Source: an optimization exercise on an open RTL-to-GDS flow (aim: small area and few clock cycles per item). Production flows keep margins and buffers that such runs may drop.
At most, simulation tests tie the RTL to the original design; equivalence was not proved.
No functional check of the RTL was part of runs 2 to 4.

## flow/design.v (module list and top-level ports; edited modules follow where they fit)
// module svv_sq7: 57 lines
// module svv_sq7f: 50 lines
// module svv_sq6: 43 lines
// module svv_mul_g: 356 lines
// module svv_mul_x: 354 lines
// module svv_mul_vc: 92 lines
// module svv_sq13: 188 lines
// module svv_fa: 4 lines
// module svv_ha: 4 lines
// module svv_maj: 3 lines
// module svv_xn: 3 lines
// module svv_or: 3 lines
// module stereo_voice_volume_pan_law: 212 lines
module stereo_voice_volume_pan_law (
  input  logic        clk_i,
  input  logic        rst_ni,
  input  logic        in_valid_i,
  output logic        in_ready_o,
  input  logic [6:0]  in_voice_level_i,
  input  logic [6:0]  in_cmd_volume_i,
  input  logic [6:0]  in_cmd_pan_i,
  input  logic [6:0]  in_tone_volume_i,
  input  logic [6:0]  in_tone_pan_i,
  input  logic [6:0]  in_program_volume_i,
  output logic        out_valid_o,
  input  logic        out_ready_i,
  output logic [13:0] out_left_level_o,
  output logic [13:0] out_right_level_o,
  input  logic        cfg_we_i,
  input  logic [1:0]  cfg_idx_i,
  input  logic [6:0]  cfg_data_i
);
  // ...
==> flow/flow/run.sh <==
#!/bin/bash
# The standard layout (standard.sh, all steps) with two settings of its own:
#  - each port gets a sky130_fd_sc_hd__buf_1 as its buffer (the standard flow
#    picks a larger delay buffer);
#  - clock tree synthesis uses clkbuf_8 leaf clusters of at most 15 sinks and
#    inserts no dummy loads.
# standard.sh's full output goes to standard.log in this folder.
set -euo pipefail
export BUFFER_PORTS_ARGS="-buffer_cell sky130_fd_sc_hd__buf_1"
export CTS_ARGS="-sink_clustering_enable -repair_clock_nets -dont_use_dummy_load -buf_list sky130_fd_sc_hd__clkbuf_8 -sink_clustering_size 15 -sink_clustering_max_diameter 70"
bash standard.sh finish > standard.log 2>&1
==> flow/standard.sh <==
#!/bin/bash
# synth_recipe.tcl (not shown) runs the flow's synth.tcl, then flattens the netlist and writes it again
# the make line also repeats each setting of config.mk as NAME=value (left out here)
make -C /OpenROAD-flow-scripts/flow DESIGN_CONFIG=/design/flow/config.mk WORK_HOME=/design/flow/orfs CLKGATE_MAP_FILE= SYNTH_SCRIPT=/design/flow/synth_recipe.tcl "${@:-finish}"
==> flow/config.mk <==
export PLATFORM = sky130hd
export DESIGN_NAME = stereo_voice_volume_pan_law
export DESIGN_NICKNAME = stereo_voice_volume_pan_law
export VERILOG_FILES = /design/flow/design.v
export SDC_FILE = /design/flow/constraint.sdc
export NUM_CORES = 4
export LEC_CHECK = 0
export CAP_MARGIN = 20
export CORE_MARGIN = 2
export CORE_UTILIZATION = 40
export CTS_BUF_LIST = sky130_fd_sc_hd__clkbuf_8
export CTS_CLUSTER_DIAMETER = 70
export CTS_CLUSTER_SIZE = 15
export SLEW_MARGIN = 20
export SYNTH_HIERARCHICAL = 1
export SYNTH_MINIMUM_KEEP_SIZE = 0
==> flow/constraint.sdc <==
create_clock -name core_clock -period 7.0 [get_ports {clk_i}]
set_input_delay 1.4000 -clock core_clock [delete_from_list [all_inputs] [get_ports {clk_i}]]
set_output_delay 1.4000 -clock core_clock [all_outputs]
set_load 0.01 [all_outputs]
==> flow_metrics.tcl, run 1 <==
set metrics [dict create \
    cts_buffer_depth 3 \
    timing.fmax_ghz 0.150 \
    synth_fp_nets 7169 \
    vias 41391 \
    drive_above_1_share_pct 9.47 \
    yosys_warnings 7 \
    path_class "reg2reg" \
    cp-endpoint "r_q5[12]$_DFFE_PP_" \
    synth.avg_cell_area_um2 10.8 \
    cts_tree "done" \
    holdBufCountCts 0 \
    multi_input_cells 4758 \
    antenna_found_initial 1 \
    io_pins 86 \
    path_cells "nand2_1, xnor2_1, fa_1, fa_1, maj3_2, maj3_2, maj3_2, maj3_2, maj3_2, maj3_2, maj3_2, maj3_2, fa_1, fa_1, a211oi_1, nor2_1, o41ai_1, o2111ai_1, xnor2_1" \
    wl_met2_um 71600 \
    critical_path_arrival_ns 7.20 \
    routed_wl_um 152000 \
    final_common_cell "nand2_1" \
    r2r_end "r_q5[12]$_DFFE_PP_" \
    num_antenna_cells 1 \
    drv_cap 0 \
    clk_share_pct 0.990 \
    regArea_um2 11800 \
    outcome "timing/DRC/antenna clean" \
    fin_ws_ns 0.316 \
    filler_cell_count 14305 \
    cts_setup_buffers 0 \
]
Testbench counts, summed over its fixed seeds: cycles 9,672, items 9,600.
==> module svv_mul_g, before the edit <==
module svv_mul_g (input logic [13:0] a, input logic [13:0] b, output logic [13:0] y);
  logic t1, t2, t3, t4, t5, t6, t7, t8, t9, t10, t11, t12, t13, t14, t15, t16;
  logic t17, t18, t19, t20, t21, t22, t23, t24, t25, t26, t27, t28, t29, t30, t31, t32;
  logic t33, t34, t35, t36, t37, t38, t39, t40, t41, t42, t43, t44, t45, t46, t47, t48;
  logic t49, t50, t51, t52, t53, t54, t55, t56, t57, t58, t59, t60, t61, t62, t63, t64;
  logic t65, t66, t67, t68, t69, t70, t71, t72, t73, t74, t75, t76, t77, t78, t79, t80;
  logic t81, t82, t83, t84, t85, t86, t87, t88, t89, t90, t91, t92, t93, t94, t95, t96;
  logic t97, t98, t99, t100, t101, t102, t103, t104, t105, t106, t107, t108, t109, t110, t111, t112;
  logic t113, t114, t115, t116, t117, t118, t119, t120, t121, t122, t123, t124, t125, t126, t127, t128;
  logic t129, t130, t131, t132, t133, t134, t135, t136, t137, t138, t139, t140, t141, t142, t143, t144;
  logic t145, t146, t147, t148, t149, t150, t151, t152, t153, t154, t155, t156, t157, t158, t159, t160;
  logic t161, t162, t163, t164, t165, t166, t167, t168, t169, t170, t171, t172, t173, t174, t175, t176;
  logic t177, t178, t179, t180, t181, t182, t183, t184, t185, t186, t187, t188, t189, t190, t191, t192;
  logic t193, t194, t195, t196, t197, t198, t199, t200, t201, t202, t203, t204, t205, t206, t207, t208;
  logic t209, t210, t211, t212, t213, t214, t215, t216, t217, t218, t219, t220, t221, t222, t223, t224;
  logic t225, t226, t227, t228, t229, t230, t231, t232, t233, t234, t235, t236, t237, t238, t239, t240;
  logic t241, t242, t243, t244, t245, t246, t247, t248, t249, t250, t251, t252, t253, t254, t255, t256;
  logic t257, t258, t259, t260, t261, t262, t263, t264, t265, t266, t267, t268, t269, t270, t271, t272;
  logic t273, t274, t275, t276, t277, t278, t279, t280, t281, t282, t283, t284, t285, t286, t287, t288;
  logic t289, t290, t291, t292, t293, t294, t295, t296, t297, t298, t299, t300, t301, t302, t303, t304;
  logic t305, t306, t307, t308, t309, t310, t311, t312, t313, t314, t315, t316, t317, t318, t319, t320;
  logic t321, t322, t323, t324, t325, t326, t327, t328, t329, t330, t331, t332, t333, t334, t335, t336;
  logic t337, t338, t339, t340, t341, t342, t343, t344, t345, t346, t347, t348, t349, t350, t351, t352;
  logic t353, t354, t355, t356, t357, t358, t359, t360, t361, t362, t363, t364, t365, t366, t367, t368;
  logic t369, t370, t371, t372, t373, t374, t375, t376, t377, t378, t379, t380, t381, t382, t383, t384;
  logic t385, t386, t387, t388, t389, t390, t391, t392, t393, t394, t395, t396, t397, t398, t399, t400;
  logic t401, t402, t403, t404, t405, t406, t407, t408, t409, t410, t411, t412, t413, t414, t415, t416;
  logic t417, t418, t419, t420, t421, t422, t423, t424, t425, t426, t427, t428, t429, t430, t431, t432;
  logic t433, t434, t435, t436, t437, t438, t439;
  assign t1 = ~(a[0] & b[0]);
  assign t2 = ~(a[1] & b[0]);
  assign t3 = ~((a[2] & b[0]) | (a[0] & b[2]));
  assign t4 = ~(a[0] & b[3]);
  assign t5 = ~((a[3] & b[0]) | (a[1] & b[2]));
  assign t6 = ~(a[0] & b[4]);
  assign t7 = ~(a[1] & b[3]);
  assign t8 = ~((a[4] & b[0]) | (a[2] & b[2]));
  assign t9 = ~(a[0] & b[5]);
  assign t10 = ~(a[1] & b[4]);
  assign t11 = ~(a[2] & b[3]);
  assign t12 = ~((a[5] & b[0]) | (a[3] & b[2]));
  assign t13 = ~(a[0] & b[6]);
  assign t14 = ~(a[1] & b[5]);
  assign t15 = ~(a[2] & b[4]);
  assign t16 = ~(a[3] & b[3]);
  assign t17 = ~((a[6] & b[0]) | (a[4] & b[2]));
  assign t18 = ~(a[0] & b[7]);
  assign t19 = ~(a[1] & b[6]);
  assign t20 = ~(a[2] & b[5]);
  assign t21 = ~(a[3] & b[4]);
  assign t22 = ~(a[4] & b[3]);
  assign t23 = ~((a[7] & b[0]) | (a[5] & b[2]));
  assign t24 = ~(a[0] & b[8]);
  assign t25 = ~(a[1] & b[7]);
  assign t26 = ~(a[2] & b[6]);
  assign t27 = ~(a[3] & b[5]);
  assign t28 = ~(a[4] & b[4]);
  assign t29 = ~(a[5] & b[3]);
  assign t30 = ~((a[8] & b[0]) | (a[6] & b[2]));
  assign t31 = ~(a[0] & b[9]);
  assign t32 = ~(a[1] & b[8]);
  assign t33 = ~(a[2] & b[7]);
  assign t34 = ~(a[3] & b[6]);
  assign t35 = ~(a[4] & b[5]);
  assign t36 = ~(a[5] & b[4]);
  assign t37 = ~(a[6] & b[3]);
  assign t38 = ~((a[9] & b[0]) | (a[7] & b[2]));
  assign t39 = ~(a[0] & b[10]);
  assign t40 = ~(a[1] & b[9]);
  assign t41 = ~(a[2] & b[8]);
  assign t42 = ~(a[3] & b[7]);
  assign t43 = ~(a[4] & b[6]);
  assign t44 = ~(a[5] & b[5]);
  assign t45 = ~(a[6] & b[4]);
  assign t46 = ~(a[7] & b[3]);
  assign t47 = ~((a[10] & b[0]) | (a[8] & b[2]));
  assign t48 = ~(a[0] & b[11]);
  assign t49 = ~(a[1] & b[10]);
  assign t50 = ~(a[2] & b[9]);
  assign t51 = ~(a[3] & b[8]);
  assign t52 = ~(a[4] & b[7]);
  assign t53 = ~(a[5] & b[6]);
  assign t54 = ~(a[6] & b[5]);
  assign t55 = ~(a[7] & b[4]);
  assign t56 = ~(a[8] & b[3]);
  assign t57 = ~((a[11] & b[0]) | (a[9] & b[2]));
  assign t58 = ~(a[0] & b[12]);
  assign t59 = ~(a[1] & b[11]);
  assign t60 = ~(a[2] & b[10]);
  assign t61 = ~(a[3] & b[9]);
  assign t62 = ~(a[4] & b[8]);
  assign t63 = ~(a[5] & b[7]);
  assign t64 = ~(a[6] & b[6]);
  assign t65 = ~(a[7] & b[5]);
  assign t66 = ~(a[8] & b[4]);
  assign t67 = ~(a[9] & b[3]);
  assign t68 = ~((a[12] & b[0]) | (a[10] & b[2]));
  assign t69 = ~(a[0] & b[13]);
  assign t70 = ~(a[1] & b[12]);
  assign t71 = ~(a[2] & b[11]);
  assign t72 = ~(a[3] & b[10]);
  assign t73 = ~(a[4] & b[9]);
  assign t74 = ~(a[5] & b[8]);
  assign t75 = ~(a[6] & b[7]);
  assign t76 = ~(a[7] & b[6]);
  assign t77 = ~(a[8] & b[5]);
  assign t78 = ~(a[9] & b[4]);
  assign t79 = ~(a[10] & b[3]);
  assign t80 = ~((a[13] & b[0]) | (a[11] & b[2]));
  assign t81 = ~(a[1] & b[13]);
  assign t82 = ~(a[2] & b[12]);
  assign t83 = ~(a[3] & b[11]);
  assign t84 = ~(a[4] & b[10]);
  assign t85 = ~(a[5] & b[9]);
  assign t86 = ~(a[6] & b[8]);
  assign t87 = ~(a[7] & b[7]);
  assign t88 = ~(a[8] & b[6]);
  assign t89 = ~(a[9] & b[5]);
  assign t90 = ~(a[10] & b[4]);
  assign t91 = ~((a[11] & b[3]) | (a[12] & b[2]));
  assign t92 = ~(a[2] & b[13]);
  assign t93 = ~(a[3] & b[12]);
  assign t94 = ~(a[4] & b[11]);
  assign t95 = ~(a[5] & b[10]);
  assign t96 = ~(a[6] & b[9]);
  assign t97 = ~(a[7] & b[8]);
  assign t98 = ~(a[8] & b[7]);
  assign t99 = ~(a[9] & b[6]);
  assign t100 = ~(a[10] & b[5]);
  assign t101 = ~(a[11] & b[4]);
  assign t102 = ~((a[12] & b[3]) | (a[13] & b[2]));
  assign t103 = ~(a[3] & b[13]);
  assign t104 = ~(a[4] & b[12]);
  assign t105 = ~(a[5] & b[11]);
  assign t106 = ~(a[6] & b[10]);
  assign t107 = ~(a[7] & b[9]);
  assign t108 = ~(a[8] & b[8]);
  assign t109 = ~(a[9] & b[7]);
  assign t110 = ~(a[10] & b[6]);
  assign t111 = ~(a[11] & b[5]);
  assign t112 = ~(a[12] & b[4]);
  assign t113 = ~(a[13] & b[3]);
  assign t114 = ~(a[4] & b[13]);
  assign t115 = ~(a[5] & b[12]);
  assign t116 = ~(a[6] & b[11]);
  assign t117 = ~(a[7] & b[10]);
  assign t118 = ~(a[8] & b[9]);
  assign t119 = ~(a[9] & b[8]);
  assign t120 = ~(a[10] & b[7]);
  assign t121 = ~(a[11] & b[6]);
  assign t122 = ~(a[12] & b[5]);
  assign t123 = ~(a[13] & b[4]);
  assign t124 = ~(a[5] & b[13]);
  assign t125 = ~(a[6] & b[12]);
  assign t126 = ~(a[7] & b[11]);
  assign t127 = ~(a[8] & b[10]);
  assign t128 = ~(a[9] & b[9]);
  assign t129 = ~(a[10] & b[8]);
  assign t130 = ~(a[11] & b[7]);
  assign t131 = ~(a[12] & b[6]);
  assign t132 = ~(a[13] & b[5]);
  assign t133 = ~(a[6] & b[13]);
  assign t134 = ~(a[7] & b[12]);
  assign t135 = ~(a[8] & b[11]);
  assign t136 = ~(a[9] & b[10]);
  assign t137 = ~(a[10] & b[9]);
  assign t138 = ~(a[11] & b[8]);
  assign t139 = ~(a[12] & b[7]);
  assign t140 = ~(a[13] & b[6]);
  assign t141 = ~(a[7] & b[13]);
  assign t142 = ~(a[8] & b[12]);
  assign t143 = ~(a[9] & b[11]);
  assign t144 = ~(a[10] & b[10]);
  assign t145 = ~(a[11] & b[9]);
  assign t146 = ~(a[12] & b[8]);
  assign t147 = ~(a[13] & b[7]);
  assign t148 = ~(a[8] & b[13]);
  assign t149 = ~(a[9] & b[12]);
  assign t150 = ~(a[10] & b[11]);
  assign t151 = ~(a[11] & b[10]);
  assign t152 = ~(a[12] & b[9]);
  assign t153 = ~(a[13] & b[8]);
  assign t154 = ~(a[9] & b[13]);
  assign t155 = ~(a[10] & b[12]);
  assign t156 = ~(a[11] & b[11]);
  assign t157 = ~(a[12] & b[10]);
  assign t158 = ~(a[13] & b[9]);
  assign t159 = ~(a[10] & b[13]);
  assign t160 = ~(a[11] & b[12]);
  assign t161 = ~(a[12] & b[11]);
  assign t162 = ~(a[13] & b[10]);
  assign t163 = ~(a[11] & b[13]);
  assign t164 = ~(a[12] & b[12]);
  assign t165 = ~(a[13] & b[11]);
  assign t166 = ~(a[12] & b[13]);
  assign t167 = ~(a[13] & b[12]);
  assign t168 = ~(a[13] & b[13]);
  svv_xn u_t169 (.a(t48), .b(t49), .y(t169));
  svv_or u_t170 (.a(t48), .b(t49), .y(t170));
  svv_fa u_t171 (.a(t58), .b(t59), .c(t60), .s(t171), .co(t172));
  svv_xn u_t173 (.a(t61), .b(t62), .y(t173));
  svv_or u_t174 (.a(t61), .b(t62), .y(t174));
  svv_fa u_t175 (.a(t69), .b(t70), .c(t71), .s(t175), .co(t176));
  svv_fa u_t177 (.a(t72), .b(t73), .c(t74), .s(t177), .co(t178));
  svv_xn u_t179 (.a(t75), .b(t76), .y(t179));
  svv_or u_t180 (.a(t75), .b(t76), .y(t180));
  svv_fa u_t181 (.a(t81), .b(t82), .c(t83), .s(t181), .co(t182));
  svv_fa u_t183 (.a(t84), .b(t85), .c(t86), .s(t183), .co(t184));
  svv_xn u_t185 (.a(t87), .b(t88), .y(t185));
  svv_or u_t186 (.a(t87), .b(t88), .y(t186));
  svv_fa u_t187 (.a(t92), .b(t93), .c(t94), .s(t187), .co(t188));
  svv_fa u_t189 (.a(t95), .b(t96), .c(t97), .s(t189), .co(t190));
  svv_xn u_t191 (.a(t98), .b(t99), .y(t191));
  svv_or u_t192 (.a(t98), .b(t99), .y(t192));
  svv_fa u_t193 (.a(t103), .b(t104), .c(t105), .s(t193), .co(t194));
  svv_fa u_t195 (.a(t106), .b(t107), .c(t108), .s(t195), .co(t196));
  svv_xn u_t197 (.a(t109), .b(t110), .y(t197));
  svv_or u_t198 (.a(t109), .b(t110), .y(t198));
  svv_fa u_t199 (.a(t114), .b(t115), .c(t116), .s(t199), .co(t200));
  svv_fa u_t201 (.a(t117), .b(t118), .c(t119), .s(t201), .co(t202));
  svv_fa u_t203 (.a(t124), .b(t125), .c(t126), .s(t203), .co(t204));
  svv_xn u_t205 (.a(t24), .b(t25), .y(t205));
  svv_or u_t206 (.a(t24), .b(t25), .y(t206));
  svv_fa u_t207 (.a(t31), .b(t32), .c(t33), .s(t207), .co(t208));
  svv_xn u_t209 (.a(t34), .b(t35), .y(t209));
  svv_or u_t210 (.a(t34), .b(t35), .y(t210));
  svv_fa u_t211 (.a(t39), .b(t40), .c(t41), .s(t211), .co(t212));
  svv_fa u_t213 (.a(t42), .b(t43), .c(t44), .s(t213), .co(t214));
  svv_xn u_t215 (.a(t45), .b(t46), .y(t215));
  svv_or u_t216 (.a(t45), .b(t46), .y(t216));
  svv_fa u_t217 (.a(t169), .b(t50), .c(t51), .s(t217), .co(t218));
  svv_fa u_t219 (.a(t52), .b(t53), .c(t54), .s(t219), .co(t220));
  svv_fa u_t221 (.a(t55), .b(t56), .c(t57), .s(t221), .co(t222));
  svv_fa u_t223 (.a(t170), .b(t171), .c(t173), .s(t223), .co(t224));
  svv_fa u_t225 (.a(t63), .b(t64), .c(t65), .s(t225), .co(t226));
  svv_fa u_t227 (.a(t66), .b(t67), .c(t68), .s(t227), .co(t228));
  svv_fa u_t229 (.a(t172), .b(t174), .c(t175), .s(t229), .co(t230));
  svv_fa u_t231 (.a(t177), .b(t179), .c(t77), .s(t231), .co(t232));
  svv_fa u_t233 (.a(t78), .b(t79), .c(t80), .s(t233), .co(t234));
  svv_fa u_t235 (.a(t176), .b(t178), .c(t180), .s(t235), .co(t236));
  svv_fa u_t237 (.a(t181), .b(t183), .c(t185), .s(t237), .co(t238));
  svv_fa u_t239 (.a(t89), .b(t90), .c(t91), .s(t239), .co(t240));
  svv_fa u_t241 (.a(t182), .b(t184), .c(t186), .s(t241), .co(t242));
  svv_fa u_t243 (.a(t187), .b(t189), .c(t191), .s(t243), .co(t244));
  svv_fa u_t245 (.a(t100), .b(t101), .c(t102), .s(t245), .co(t246));
  svv_fa u_t247 (.a(t188), .b(t190), .c(t192), .s(t247), .co(t248));
  svv_fa u_t249 (.a(t193), .b(t195), .c(t197), .s(t249), .co(t250));
  svv_fa u_t251 (.a(t111), .b(t112), .c(t113), .s(t251), .co(t252));
  svv_fa u_t253 (.a(t194), .b(t196), .c(t198), .s(t253), .co(t254));
  svv_fa u_t255 (.a(t199), .b(t201), .c(t120), .s(t255), .co(t256));
  svv_fa u_t257 (.a(t121), .b(t122), .c(t123), .s(t257), .co(t258));
  svv_fa u_t259 (.a(t200), .b(t202), .c(t203), .s(t259), .co(t260));
  svv_fa u_t261 (.a(t127), .b(t128), .c(t129), .s(t261), .co(t262));
  svv_fa u_t263 (.a(t130), .b(t131), .c(t132), .s(t263), .co(t264));
  svv_fa u_t265 (.a(t204), .b(t133), .c(t134), .s(t265), .co(t266));
  svv_fa u_t267 (.a(t135), .b(t136), .c(t137), .s(t267), .co(t268));
  svv_fa u_t269 (.a(t138), .b(t139), .c(t140), .s(t269), .co(t270));
  svv_fa u_t271 (.a(t141), .b(t142), .c(t143), .s(t271), .co(t272));
  svv_fa u_t273 (.a(t144), .b(t145), .c(t146), .s(t273), .co(t274));
  svv_fa u_t275 (.a(t148), .b(t149), .c(t150), .s(t275), .co(t276));
  svv_xn u_t277 (.a(t13), .b(t14), .y(t277));
  svv_or u_t278 (.a(t13), .b(t14), .y(t278));
  svv_fa u_t279 (.a(t18), .b(t19), .c(t20), .s(t279), .co(t280));
  svv_xn u_t281 (.a(t21), .b(t22), .y(t281));
  svv_or u_t282 (.a(t21), .b(t22), .y(t282));
  svv_fa u_t283 (.a(t205), .b(t26), .c(t27), .s(t283), .co(t284));
  svv_fa u_t285 (.a(t28), .b(t29), .c(t30), .s(t285), .co(t286));
  svv_fa u_t287 (.a(t206), .b(t207), .c(t209), .s(t287), .co(t288));
  svv_fa u_t289 (.a(t36), .b(t37), .c(t38), .s(t289), .co(t290));
  svv_fa u_t291 (.a(t208), .b(t210), .c(t211), .s(t291), .co(t292));
  svv_fa u_t293 (.a(t213), .b(t215), .c(t47), .s(t293), .co(t294));
  svv_fa u_t295 (.a(t212), .b(t214), .c(t216), .s(t295), .co(t296));
  svv_fa u_t297 (.a(t217), .b(t219), .c(t221), .s(t297), .co(t298));
  svv_fa u_t299 (.a(t218), .b(t220), .c(t222), .s(t299), .co(t300));
  svv_fa u_t301 (.a(t223), .b(t225), .c(t227), .s(t301), .co(t302));
  svv_fa u_t303 (.a(t224), .b(t226), .c(t228), .s(t303), .co(t304));
  svv_fa u_t305 (.a(t229), .b(t231), .c(t233), .s(t305), .co(t306));
  svv_fa u_t307 (.a(t230), .b(t232), .c(t234), .s(t307), .co(t308));
  svv_fa u_t309 (.a(t235), .b(t237), .c(t239), .s(t309), .co(t310));
  svv_fa u_t311 (.a(t236), .b(t238), .c(t240), .s(t311), .co(t312));
  svv_fa u_t313 (.a(t241), .b(t243), .c(t245), .s(t313), .co(t314));
  svv_fa u_t315 (.a(t242), .b(t244), .c(t246), .s(t315), .co(t316));
  svv_fa u_t317 (.a(t247), .b(t249), .c(t251), .s(t317), .co(t318));
  svv_fa u_t319 (.a(t248), .b(t250), .c(t252), .s(t319), .co(t320));
  svv_fa u_t321 (.a(t253), .b(t255), .c(t257), .s(t321), .co(t322));
  svv_fa u_t323 (.a(t254), .b(t256), .c(t258), .s(t323), .co(t324));
  svv_fa u_t325 (.a(t259), .b(t261), .c(t263), .s(t325), .co(t326));
  svv_fa u_t327 (.a(t260), .b(t262), .c(t264), .s(t327), .co(t328));
  svv_fa u_t329 (.a(t265), .b(t267), .c(t269), .s(t329), .co(t330));
  svv_fa u_t331 (.a(t266), .b(t268), .c(t270), .s(t331), .co(t332));
  svv_fa u_t333 (.a(t271), .b(t273), .c(t147), .s(t333), .co(t334));
  svv_fa u_t335 (.a(t272), .b(t274), .c(t275), .s(t335), .co(t336));
  svv_fa u_t337 (.a(t151), .b(t152), .c(t153), .s(t337), .co(t338));
  svv_fa u_t339 (.a(t276), .b(t154), .c(t155), .s(t339), .co(t340));
  svv_fa u_t341 (.a(t156), .b(t157), .c(t158), .s(t341), .co(t342));
  svv_fa u_t343 (.a(t159), .b(t160), .c(t161), .s(t343), .co(t344));
  svv_xn u_t345 (.a(t9), .b(t10), .y(t345));
  svv_or u_t346 (.a(t9), .b(t10), .y(t346));
  svv_fa u_t347 (.a(t277), .b(t15), .c(t16), .s(t347), .co(t348));
  svv_fa u_t349 (.a(t278), .b(t279), .c(t281), .s(t349), .co(t350));
  svv_fa u_t351 (.a(t280), .b(t282), .c(t283), .s(t351), .co(t352));
  svv_fa u_t353 (.a(t284), .b(t286), .c(t287), .s(t353), .co(t354));
  svv_fa u_t355 (.a(t288), .b(t290), .c(t291), .s(t355), .co(t356));
  svv_fa u_t357 (.a(t292), .b(t294), .c(t295), .s(t357), .co(t358));
  svv_fa u_t359 (.a(t296), .b(t298), .c(t299), .s(t359), .co(t360));
  svv_fa u_t361 (.a(t300), .b(t302), .c(t303), .s(t361), .co(t362));
  svv_fa u_t363 (.a(t304), .b(t306), .c(t307), .s(t363), .co(t364));
  svv_fa u_t365 (.a(t308), .b(t310), .c(t311), .s(t365), .co(t366));
  svv_fa u_t367 (.a(t312), .b(t314), .c(t315), .s(t367), .co(t368));
  svv_fa u_t369 (.a(t316), .b(t318), .c(t319), .s(t369), .co(t370));
  svv_fa u_t371 (.a(t320), .b(t322), .c(t323), .s(t371), .co(t372));
  svv_fa u_t373 (.a(t324), .b(t326), .c(t327), .s(t373), .co(t374));
  svv_fa u_t375 (.a(t328), .b(t330), .c(t331), .s(t375), .co(t376));
  svv_fa u_t377 (.a(t332), .b(t334), .c(t335), .s(t377), .co(t378));
  svv_fa u_t379 (.a(t336), .b(t338), .c(t339), .s(t379), .co(t380));
  svv_fa u_t381 (.a(t340), .b(t342), .c(t343), .s(t381), .co(t382));
  svv_fa u_t383 (.a(t344), .b(t163), .c(t164), .s(t383), .co(t384));
  svv_xn u_t385 (.a(t6), .b(t7), .y(t385));
  svv_or u_t386 (.a(t6), .b(t7), .y(t386));
  svv_fa u_t387 (.a(t345), .b(t11), .c(t12), .s(t387), .co(t388));
  svv_fa u_t389 (.a(t346), .b(t347), .c(t17), .s(t389), .co(t390));
  svv_fa u_t391 (.a(t348), .b(t349), .c(t23), .s(t391), .co(t392));
  svv_fa u_t393 (.a(t350), .b(t351), .c(t285), .s(t393), .co(t394));
  svv_fa u_t395 (.a(t352), .b(t353), .c(t289), .s(t395), .co(t396));
  svv_fa u_t397 (.a(t354), .b(t355), .c(t293), .s(t397), .co(t398));
  svv_fa u_t399 (.a(t356), .b(t357), .c(t297), .s(t399), .co(t400));
  svv_fa u_t401 (.a(t358), .b(t359), .c(t301), .s(t401), .co(t402));
  svv_fa u_t403 (.a(t360), .b(t361), .c(t305), .s(t403), .co(t404));
  svv_fa u_t405 (.a(t362), .b(t363), .c(t309), .s(t405), .co(t406));
  svv_fa u_t407 (.a(t364), .b(t365), .c(t313), .s(t407), .co(t408));
  svv_fa u_t409 (.a(t366), .b(t367), .c(t317), .s(t409), .co(t410));
  svv_fa u_t411 (.a(t368), .b(t369), .c(t321), .s(t411), .co(t412));
  svv_fa u_t413 (.a(t370), .b(t371), .c(t325), .s(t413), .co(t414));
  svv_fa u_t415 (.a(t372), .b(t373), .c(t329), .s(t415), .co(t416));
  svv_fa u_t417 (.a(t374), .b(t375), .c(t333), .s(t417), .co(t418));
  svv_fa u_t419 (.a(t376), .b(t377), .c(t337), .s(t419), .co(t420));
  svv_fa u_t421 (.a(t378), .b(t379), .c(t341), .s(t421), .co(t422));
  svv_fa u_t423 (.a(t380), .b(t381), .c(t162), .s(t423), .co(t424));
  svv_fa u_t425 (.a(t382), .b(t383), .c(t165), .s(t425), .co(t426));
  svv_fa u_t427 (.a(t384), .b(t166), .c(t167), .s(t427), .co(t428));
  assign t429 = t4 | t5;
  svv_maj u_t430 (.a(t385), .b(t8), .c(t429), .y(t430));
  svv_maj u_t431 (.a(t386), .b(t387), .c(t430), .y(t431));
  svv_maj u_t432 (.a(t388), .b(t389), .c(t431), .y(t432));
  svv_maj u_t433 (.a(t390), .b(t391), .c(t432), .y(t433));
  svv_maj u_t434 (.a(t392), .b(t393), .c(t433), .y(t434));
  svv_maj u_t435 (.a(t394), .b(t395), .c(t434), .y(t435));
  svv_maj u_t436 (.a(t396), .b(t397), .c(t435), .y(t436));
  svv_maj u_t437 (.a(t398), .b(t399), .c(t436), .y(t437));
  svv_maj u_t438 (.a(t400), .b(t401), .c(t437), .y(t438));
  svv_maj u_t439 (.a(t402), .b(t403), .c(t438), .y(t439));
  wire [13:0] ra = {1'b1, t428, t426, t424, t422, t420, t418, t416, t414, t412, t410, t408, t406, t404};
  wire [13:0] rb = {1'b1, t168, t427, t425, t423, t421, t419, t417, t415, t413, t411, t409, t407, t405};
  wire [13:0] sh = ~(ra + rb + {13'd0, t439});
  assign y = {sh[13], sh[12], sh[11], sh[10], sh[9], sh[8], sh[7], sh[6], sh[5], sh[4], sh[3], sh[2], sh[1], sh[0]};
endmodule
==> run 2: changes to the inputs <==
--- a/flow/design.v
+++ b/flow/design.v
@@ -178,7 +178,7 @@
   logic t385, t386, t387, t388, t389, t390, t391, t392, t393, t394, t395, t396, t397, t398, t399, t400;
   logic t401, t402, t403, t404, t405, t406, t407, t408, t409, t410, t411, t412, t413, t414, t415, t416;
   logic t417, t418, t419, t420, t421, t422, t423, t424, t425, t426, t427, t428, t429, t430, t431, t432;
-  logic t433, t434, t435, t436, t437, t438, t439;
+  logic t433, t434, t435, t436, t437;
   assign t1 = ~(a[0] & b[0]);
   assign t2 = ~(a[1] & b[0]);
   assign t3 = ~((a[2] & b[0]) | (a[0] & b[2]));
@@ -499,12 +499,10 @@
   svv_maj u_t435 (.a(t394), .b(t395), .c(t434), .y(t435));
   svv_maj u_t436 (.a(t396), .b(t397), .c(t435), .y(t436));
   svv_maj u_t437 (.a(t398), .b(t399), .c(t436), .y(t437));
-  svv_maj u_t438 (.a(t400), .b(t401), .c(t437), .y(t438));
-  svv_maj u_t439 (.a(t402), .b(t403), .c(t438), .y(t439));
-  wire [13:0] ra = {1'b1, t428, t426, t424, t422, t420, t418, t416, t414, t412, t410, t408, t406, t404};
-  wire [13:0] rb = {1'b1, t168, t427, t425, t423, t421, t419, t417, t415, t413, t411, t409, t407, t405};
-  wire [13:0] sh = ~(ra + rb + {13'd0, t439});
-  assign y = {sh[13], sh[12], sh[11], sh[10], sh[9], sh[8], sh[7], sh[6], sh[5], sh[4], sh[3], sh[2], sh[1], sh[0]};
+  wire [15:0] ra = {1'b1, t428, t426, t424, t422, t420, t418, t416, t414, t412, t410, t408, t406, t404, t402, t400};
+  wire [15:0] rb = {1'b1, t168, t427, t425, t423, t421, t419, t417, t415, t413, t411, t409, t407, t405, t403, t401};
+  wire [15:0] sh = ~(ra + rb + {15'd0, t437});
+  assign y = {sh[15], sh[14], sh[13], sh[12], sh[11], sh[10], sh[9], sh[8], sh[7], sh[6], sh[5], sh[4], sh[3], sh[2]};
 endmodule
 module svv_mul_x (input logic [13:0] a, input logic [13:0] b, output logic [13:0] y);
   logic t1, t2, t3, t4, t5, t6, t7, t8, t9, t10, t11, t12, t13, t14, t15, t16;
==> flow/flow/run.sh (replaced) <==
#!/bin/bash
# The standard layout (standard.sh, all steps) with two settings of its own:
#  - each port gets a sky130_fd_sc_hd__buf_1 as its buffer (the standard flow
#    picks a larger delay buffer);
#  - clock tree synthesis uses clkbuf_8 leaf clusters of at most 12 sinks and
#    inserts no dummy loads.
# standard.sh's full output goes to standard.log in this folder.
set -euo pipefail
export BUFFER_PORTS_ARGS="-buffer_cell sky130_fd_sc_hd__buf_1"
export CTS_ARGS="-sink_clustering_enable -repair_clock_nets -dont_use_dummy_load -buf_list sky130_fd_sc_hd__clkbuf_8 -sink_clustering_size 12 -sink_clustering_max_diameter 60"
bash standard.sh finish > standard.log 2>&1
--- a/flow/config.mk
+++ b/flow/config.mk
@@ -9,8 +9,8 @@
 export CORE_MARGIN = 2
 export CORE_UTILIZATION = 40
 export CTS_BUF_LIST = sky130_fd_sc_hd__clkbuf_8
-export CTS_CLUSTER_DIAMETER = 70
-export CTS_CLUSTER_SIZE = 15
+export CTS_CLUSTER_DIAMETER = 60
+export CTS_CLUSTER_SIZE = 12
 export SLEW_MARGIN = 20
 export SYNTH_HIERARCHICAL = 1
 export SYNTH_MINIMUM_KEEP_SIZE = 0
==> run 2 against run 1 <==
Compared with the run above:
- critical endpoint is now oth_q2[10]$_DFFE_PP_
- sequential share of layout area is 0.10 points lower
- largest cell class unchanged
- clock-buffer cell count is 8 higher
- setup slack better by 0.53 ns
- clock skew is 0.047 ns lower
- worst hold slack worse by 0.0081 ns
- critical path type unchanged
- first-iteration DRC count is 2.9% higher
- register-to-register slack better by 0.53 ns
==> flow_metrics.tcl, run 2 <==
set metrics [dict create \
    post_drt_wl_per_cell_um 19.7 \
    nets 7207 \
    max_slew_margin_pct 22.0 \
    cts_setup_buffers 0 \
    io_pins 86 \
    critical_path_arrival_ns 6.65 \
    grt_max_degree 148 \
    drv_slew 0 \
    synth_area_um2 61700 \
    fin_crit_sh_pct 88.0 \
    synth.avg_cell_area_um2 10.7 \
    synth_fp_nets 7367 \
    drv_cap 0 \
    portBuffers 85 \
    finClkSkew_ns 0.112 \
    dpl.hpwl_um 116000 \
    worstSetupStartpointType "flop" \
    cp-end-kind "flop" \
    cts_tree "done" \
    start_util_pct 40.2 \
    yosys_warnings 7 \
    setup-tns-final_ns 0 \
    timing.fmax_ghz 0.162 \
    required_ns 7.49 \
    hold_depth 0 \
    rsz0062_at_grt "no" \
    grt_pass1_wl_um 248000 \
    grt_overflow 0 \
    cts_buffer_depth 3 \
    area_delta_synth_final_pct 4.24 \
    numCtsBuffers 54 \
    routed_wl_um 151000 \
    path_class "reg2reg" \
    first_global_vias 45978 \
    dp_slack_ns 0.435 \
    fp.dieW_um 397 \
    clk_latency_ns 0.74 \
    drive_above_1_share_pct 7.38 \
    track_usage_pct 19.5 \
    ant_nets 0 \
    fin_crit_ns 6.16 \
    drc_errors 0 \
    clkSlewWorstSetupHoldPaths_ns 0.08 \
    dieArea_um2 157000 \
    setup_violations 0 \
    via_per_inst 5.50 \
    vias 42155 \
    path_max_fanout 13 \
    core-area_um2 154000 \
    r2r.worst_path.cells 21 \
    dpl_cell_area_um2 63500 \
    synthCells 5783 \
    holdBufCountCts 0 \
    clock-sinks 395 \
    cts-resized-gates 0 \
    final_common_cell "nand2_1" \
    first_pass_iters 6 \
    row_count 144 \
    design_area_um2 64300 \
    drt_iter0_markers 3165 \
    dieHeight_um 397 \
    outcome "timing/DRC/antenna clean" \
    hold_viol 0 \
    fin_ws_ns 0.842 \
    tightest_slew_ns 1.17 \
    finalWeightedCongestion 0.859 \
    antenna_found_initial 4 \
    final_cell_mix "1782 x nand2_1, 1324 x fa_1, 370 x edfxtp_1" \
    min_path_type "reg2reg" \
    root_buffer "clkbuf_8" \
    h-tree-depth 2 \
]
==> run 2: final timing paths <==
check	end	slack [ns]	startpoint
worst min register to register	oth_q3[12]$_DFFE_PP_	0.40	oth_q2[12]$_DFFE_PP_
worst min-delay path	oth_q3[12]$_DFFE_PP_	0.40	oth_q2[12]$_DFFE_PP_
max in group asynchronous	stale_m_q$_DFFE_PN1P_	5.98	rst_ni
min in group asynchronous	vld_q[7]$_DFFE_PN0P_	0.69	rst_ni
worst max-delay path	oth_q2[10]$_DFFE_PP_	0.84	vc_q1[2]$_DFFE_PP_
worst max register to register	oth_q2[10]$_DFFE_PP_	0.84	vc_q1[2]$_DFFE_PP_
==> run 2: cell type report <==
cell class	count	area (um^2)
tap	2044	2560
sequential	395	11800
clock buffer	54	743
fill	14674	89200
multi-input combinational	4947	48000
antenna	2	5.00
inverter	41	170
timing repair buffer	184	1070
==> run 2: worst max-delay path, stage by stage, from the launching register on <==
cell and delay [ns]:
edfxtp_1 0.60, nand2_1 0.15, xnor2_1 0.16, maj3_2 0.29, maj3_2 0.31, maj3_2 0.31
maj3_2 0.32, maj3_2 0.32, maj3_2 0.31, maj3_2 0.31, maj3_2 0.32, fa_1 0.39
fa_1 0.38, fa_1 0.40, inv_1 0.08, fa_1 0.20, nand2b_1 0.16, a21oi_1 0.08
o21a_1 0.21, o41ai_2 0.23, xor2_1 0.12, mux2_2 0.28
==> run 2: metrics by stage <==
step / std cells / utilization (%) / hold slack [ns]
global route: 7667 / 41.9 / 0.406
global placement: 7611 / 41.4 / 0.401
detailed placement: 7611 / 41.4 / 0.405
finish: 7667 / 41.9 / 0.400
floorplan: 5783 / - / 0.400
CTS: 7665 / 41.9 / 0.404
==> run 2: routing by layer <==
| layer | GRT usage (%) | wire length (um) | vias up |
|---|---|---|---|
| met1 | 28.2 | 68200 | 21962 |
| met4 | 4.54 | 2790 | 4 |
| met2 | 30.9 | 69900 | 1429 |
| li1 | - | - | 18571 |
| met5 | 0 | 26 | - |
| met3 | 3.15 | 10100 | 189 |
==> run 3: changes to the inputs <==
--- a/flow/config.mk
+++ b/flow/config.mk
@@ -11,6 +11,7 @@
 export CTS_BUF_LIST = sky130_fd_sc_hd__clkbuf_8
 export CTS_CLUSTER_DIAMETER = 60
 export CTS_CLUSTER_SIZE = 12
+export GPL_TIMING_DRIVEN = 0
 export SLEW_MARGIN = 20
 export SYNTH_HIERARCHICAL = 1
 export SYNTH_MINIMUM_KEEP_SIZE = 0
==> run 3 against run 2 <==
Compared with the run above:
- critical path depth increased by 1
- fmax decreased by 4.4%
- still clean
- clock-buffer cell count increased by 2
- synthesized cell count unchanged
- largest cell class unchanged
==> flow_metrics.tcl, run 3 <==
set metrics [dict create \
    design_area_um2 65400 \
    critical_path_arrival_ns 6.93 \
    synth_fp_nets 7367 \
    final_cell_mix "1782 x nand2_1, 1324 x fa_1, 370 x edfxtp_1" \
    first_pass_iters 6 \
    synthCells 5783 \
    fp.dieW_um 397 \
    drv_slew 0 \
    vias 43334 \
    via_per_inst 5.43 \
    dpl.hpwl_um 127000 \
    rsz0062_at_grt "no" \
    hold_viol 0 \
    cts_buffer_depth 3 \
    nets 7513 \
    finalWeightedCongestion 0.906 \
    core-area_um2 154000 \
    fin_crit_ns 6.44 \
    max_slew_margin_pct 43.9 \
    cts_tree "done" \
    synth_area_um2 61700 \
    track_usage_pct 20.3 \
    finClkSkew_ns 0.185 \
    routed_wl_um 157000 \
    cts-resized-gates 0 \
    tightest_slew_ns 0.842 \
    dp_slack_ns 0.482 \
    required_ns 7.49 \
    drive_above_1_share_pct 6.90 \
    portBuffers 85 \
    worstSetupStartpointType "flop" \
    dieHeight_um 397 \
    place.detailed.instances 7915 \
    fin_ws_ns 0.558 \
    setup_violations 0 \
    synth.avg_cell_area_um2 10.7 \
    h-tree-depth 2 \
    numCtsBuffers 56 \
    start_util_pct 40.2 \
    clock-sinks 395 \
    clk_latency_ns 0.77 \
    grt_pass1_wl_um 257000 \
    ant_nets 0 \
    io_pins 86 \
    post_drt_wl_per_cell_um 19.7 \
    path_max_fanout 10 \
    final_common_cell "nand2_1" \
    grt_max_degree 118 \
    drc_errors 0 \
    dpl_cell_area_um2 64600 \
    first_global_vias 47113 \
    min_path_type "reg2reg" \
    timing.fmax_ghz 0.155 \
    cts_setup_buffers 0 \
    path_class "reg2reg" \
    fin_crit_sh_pct 92.0 \
    setup-tns-final_ns 0 \
    outcome "timing/DRC/antenna clean" \
    drt_iter0_markers 3233 \
    row_count 144 \
    cp-end-kind "flop" \
    area_delta_synth_final_pct 6.08 \
    root_buffer "clkbuf_8" \
    antenna_found_initial 6 \
    yosys_warnings 7 \
    filler_cell_count 14770 \
    final_cells 7974 \
    clkSlewWorstSetupHoldPaths_ns 0.08 \
    grt_overflow 0 \
    drv_cap 0 \
    holdBufCountCts 0 \
    dieArea_um2 157000 \
]
==> run 3: cell type report <==
class / count / area [um^2] / share of cell area [%]
tap: 2044 / 2560 / 3.91
sequential: 395 / 11800 / 18.0
inverter: 41 / 166 / 0.254
multi-input combinational: 4947 / 48000 / 73.3
timing repair buffer: 88 / 403 / 0.616
buffer: 400 / 1780 / 2.72
antenna: 3 / 7.51 / 0.0115
clock buffer: 56 / 771 / 1.18
==> run 3: path summary, 6_finish.rpt <==
kind	from	endpoint	slack, ns	cells after the start
worst max register to register	vc_q1[3]$_DFFE_PP_	src_q2[10]$_DFFE_PP_	0.56	22
worst min-delay path	d_q1[3]$_DFFE_PP_	d_q2[3]$_DFFE_PP_	0.37	0
min in group asynchronous	rst_ni	vld_q[7]$_DFFE_PN0P_	0.63	1
max in group asynchronous	rst_ni	vld_q[3]$_DFFE_PN0P_	5.92	1
worst min register to register	d_q1[3]$_DFFE_PP_	d_q2[3]$_DFFE_PP_	0.37	0
worst max-delay path	vc_q1[3]$_DFFE_PP_	src_q2[10]$_DFFE_PP_	0.56	22
==> run 3: critical path, cell delays in order (launching register included) <==
cell	delay, ns
edfxtp_1	0.41
clkbuf_1	0.40
nand2_1	0.15
xnor2_1	0.16
maj3_2	0.30
maj3_2	0.31
maj3_2	0.31
maj3_2	0.31
maj3_2	0.31
maj3_2	0.31
maj3_2	0.31
maj3_2	0.32
fa_1	0.39
fa_1	0.39
fa_1	0.40
inv_1	0.08
fa_1	0.20
nand2b_1	0.17
a21oi_1	0.08
o21a_1	0.20
o41ai_2	0.23
xor2_1	0.16
mux2_2	0.29
==> run 3: stage by stage <==
| step | hold WS (ns) | utilization, % |
|---|---|---|
| final | 0.375 | 42.6 |
| after global routing | 0.398 | 42.6 |
| after CTS | 0.366 | 42.6 |
| after detailed placement | 0.405 | 42.1 |
| after global placement | 0.401 | 42.0 |
| after floorplan | 0.400 | - |
==> run 3: routing by layer <==
layer  part of all wire (%)  track usage, %  wire length, um  vias up
met5                      0               0                0        -
met2                     46            32.2            72100     1461
met1                     45            29.3            70300    22436
li1                       -               -                -    19224
met4                    2.2            4.90             3520        0
met3                    6.9            3.14            10800      213
==> run 4: changes to the inputs <==
--- a/flow/design.v
+++ b/flow/design.v
@@ -178,7 +178,7 @@
   logic t385, t386, t387, t388, t389, t390, t391, t392, t393, t394, t395, t396, t397, t398, t399, t400;
   logic t401, t402, t403, t404, t405, t406, t407, t408, t409, t410, t411, t412, t413, t414, t415, t416;
   logic t417, t418, t419, t420, t421, t422, t423, t424, t425, t426, t427, t428, t429, t430, t431, t432;
-  logic t433, t434, t435, t436, t437;
+  logic t433, t434, t435, t436, t437, t438;
   assign t1 = ~(a[0] & b[0]);
   assign t2 = ~(a[1] & b[0]);
   assign t3 = ~((a[2] & b[0]) | (a[0] & b[2]));
@@ -499,10 +499,11 @@
   svv_maj u_t435 (.a(t394), .b(t395), .c(t434), .y(t435));
   svv_maj u_t436 (.a(t396), .b(t397), .c(t435), .y(t436));
   svv_maj u_t437 (.a(t398), .b(t399), .c(t436), .y(t437));
-  wire [15:0] ra = {1'b1, t428, t426, t424, t422, t420, t418, t416, t414, t412, t410, t408, t406, t404, t402, t400};
-  wire [15:0] rb = {1'b1, t168, t427, t425, t423, t421, t419, t417, t415, t413, t411, t409, t407, t405, t403, t401};
-  wire [15:0] sh = ~(ra + rb + {15'd0, t437});
-  assign y = {sh[15], sh[14], sh[13], sh[12], sh[11], sh[10], sh[9], sh[8], sh[7], sh[6], sh[5], sh[4], sh[3], sh[2]};
+  svv_maj u_t438 (.a(t400), .b(t401), .c(t437), .y(t438));
+  wire [14:0] ra = {1'b1, t428, t426, t424, t422, t420, t418, t416, t414, t412, t410, t408, t406, t404, t402};
+  wire [14:0] rb = {1'b1, t168, t427, t425, t423, t421, t419, t417, t415, t413, t411, t409, t407, t405, t403};
+  wire [14:0] sh = ~(ra + rb + {14'd0, t438});
+  assign y = {sh[14], sh[13], sh[12], sh[11], sh[10], sh[9], sh[8], sh[7], sh[6], sh[5], sh[4], sh[3], sh[2], sh[1]};
 endmodule
 module svv_mul_x (input logic [13:0] a, input logic [13:0] b, output logic [13:0] y);
   logic t1, t2, t3, t4, t5, t6, t7, t8, t9, t10, t11, t12, t13, t14, t15, t16;
--- a/flow/config.mk
+++ b/flow/config.mk
@@ -11,7 +11,6 @@
 export CTS_BUF_LIST = sky130_fd_sc_hd__clkbuf_8
 export CTS_CLUSTER_DIAMETER = 60
 export CTS_CLUSTER_SIZE = 12
-export GPL_TIMING_DRIVEN = 0
 export SLEW_MARGIN = 20
 export SYNTH_HIERARCHICAL = 1
 export SYNTH_MINIMUM_KEEP_SIZE = 0
==> run 4 against run 3 <==
Compared with the run above:
- still clean
- synthesized area increased by 0.60%
- cell area decreased by 0.85%
- clock-buffer cell count increased by 2
- worst hold slack improved by 0.0074 ns
==> flow_metrics.tcl, run 4 <==
set metrics [dict create \
    outcome "timing/DRC/antenna clean" \
    cts-resized-gates 0 \
    track_usage_pct 19.5 \
    finClkSkew_ns 0.122 \
    path_class "reg2reg" \
    grt_busiest_layer "met2" \
    grtUsageMet3_pct 2.23 \
    portBuffers 85 \
    first_global_vias 46450 \
    drt_iter0_markers 3064 \
    fp.dieW_um 398 \
    cp-end-kind "flop" \
    met1_usage_pct 26.7 \
    antenna_found_initial 2 \
    fin_crit_sh_pct 89.8 \
    synthCells 5801 \
    dpl.hpwl_um 117000 \
    path_max_fanout 21 \
    hold_viol 0 \
    drc_errors 0 \
    max_slew_margin_pct 28.5 \
    h-tree-depth 2 \
    final_cell_mix "1737 x nand2_1, 1333 x fa_1, 370 x edfxtp_1" \
    grt_overflow 0 \
    fin_ws_ns 0.713 \
    grt_max_degree 164 \
    cts_tree "done" \
    first_pass_iters 6 \
    final_common_cell "nand2_1" \
    row_count 144 \
    min_path_type "reg2reg" \
    post-route-util_pct 42.1 \
    r2r_slack_ns 0.71 \
    drv_slew 0 \
    synth_area_um2 62000 \
    dieArea_um2 158000 \
    routed_wl_um 152000 \
    holdBufCountCts 0 \
    finalWeightedCongestion 0.877 \
    rsz0062_at_grt "no" \
    numCtsBuffers 58 \
    cts_buffer_depth 3 \
    clkSlewWorstSetupHoldPaths_ns 0.08 \
    post_drt_wl_per_cell_um 19.7 \
    vias 42539 \
    fin_hold_ws_ns 0.382 \
    area_delta_synth_final_pct 4.55 \
    nets 7261 \
    synth.avg_cell_area_um2 10.7 \
    drv_cap 0 \
    filler_cell_count 14759 \
    required_ns 7.50 \
    grt_pass1_wl_um 250000 \
    setup-tns-final_ns 0 \
    core-area_um2 154000 \
    clock-sinks 395 \
    yosys_warnings 7 \
    start_util_pct 40.3 \
    synth_fp_nets 7385 \
    critical_path_arrival_ns 6.79 \
    gr-usage-met2_pct 33.2 \
    tightest_slew_ns 1.07 \
    timing.fmax_ghz 0.159 \
    drive_above_1_share_pct 8.09 \
    cts_setup_buffers 0 \
    worstSetupStartpointType "flop" \
    setup_violations 0 \
    via_per_inst 5.51 \
    io_pins 86 \
    fin_crit_ns 6.29 \
    ant_nets 0 \
    clk_latency_ns 0.76 \
    root_buffer "clkbuf_8" \
    dieHeight_um 398 \
    dp_slack_ns 0.543 \
]
## run 4: cell type report
type	count	area, um^2	share of cell area, %
multi-input combinational	4920	48100	74.2
sequential	395	11800	18.1
tap	2044	2560	3.94
timing repair buffer	207	1260	1.94
clock buffer	58	798	1.23
inverter	95	373	0.575
antenna	2	5.00	0.00772
## run 4: stage by stage
step	area, um^2	std cells
final	64900	7721
after detailed placement	64100	7661
after CTS	64800	7719
after global placement	64100	7661
after global routing	64900	7720
after floorplan	62000	5801
## run 4: path summary, 6_finish.rpt
path	from	endpoint	cells past startpoint
setup / recovery	cvsq_q4[7]$_DFFE_PP_	l_q5[11]$_DFFE_PP_	18
setup reg to reg	cvsq_q4[7]$_DFFE_PP_	l_q5[11]$_DFFE_PP_	18
hold / removal	pv_q3[6]$_DFFE_PP_	pv_q4[6]$_DFFE_PP_	0
min in group asynchronous	rst_ni	mono_q$_DFFE_PN0P_	2
max in group asynchronous	rst_ni	master_q[3]$_DFFE_PN1P_	2
hold reg to reg	pv_q3[6]$_DFFE_PP_	pv_q4[6]$_DFFE_PP_	0
## run 4: layer usage
metal	part of all wire [%]	wire (um)
met5	0.013	20
met1	44	66700
met3	5.1	7710
met4	1.7	2620
met2	49	74900
## run 4: worst max-delay path, stage by stage (launching register included)
cell and delay (ns):
edfxtp_1 0.52, buf_4 0.37, nand2_1 0.13, fa_1 0.58, fa_1 0.44, fa_1 0.47
maj3_2 0.32, maj3_2 0.31, maj3_2 0.31, maj3_2 0.31, maj3_2 0.32, maj3_2 0.31
a21oi_1 0.31, inv_1 0.10, fa_1 0.43, nand3_1 0.14, a211oi_1 0.09, or4_1 0.42
o211ai_2 0.09

-- separate check: timing with driven ports --
No port has a modelled driver above. Below, the same layouts with a new extraction and two added sets of constraints. Step 1 assumes that a clkbuf_16 drives the clock port and a buf_2 every other input. Step 2, shift: input delay + t, output delay - t, t = (earliest + latest rising clock arrival at the registers) / 2. This alone moves slack from input paths to output paths. a / b / c = ideal / step 1 / step 2; a / b = the first two.
| run | shift t [ns] | setup slack, ns | worst setup path after step 2 | pins driven straight from the clock port |
|---|---|---|---|---|
| run 1 | 0.761 | 0.316 / 0.316 / 0.316 | register to register | 1 |
| run 2 | 0.764 | 0.842 / 0.842 / 0.453 | input to register | 1 |
| run 3 | 0.764 | 0.558 / 0.558 / 0.498 | input to register | 1 |
| run 4 | 0.777 | 0.713 / 0.713 / 0.590 | input to register | 1 |
After both steps setup and hold are still met in every run listed. For run 2, which loses most, drivers alone change the setup slack by 0.000 ns; drivers and shift together by -0.389 ns.
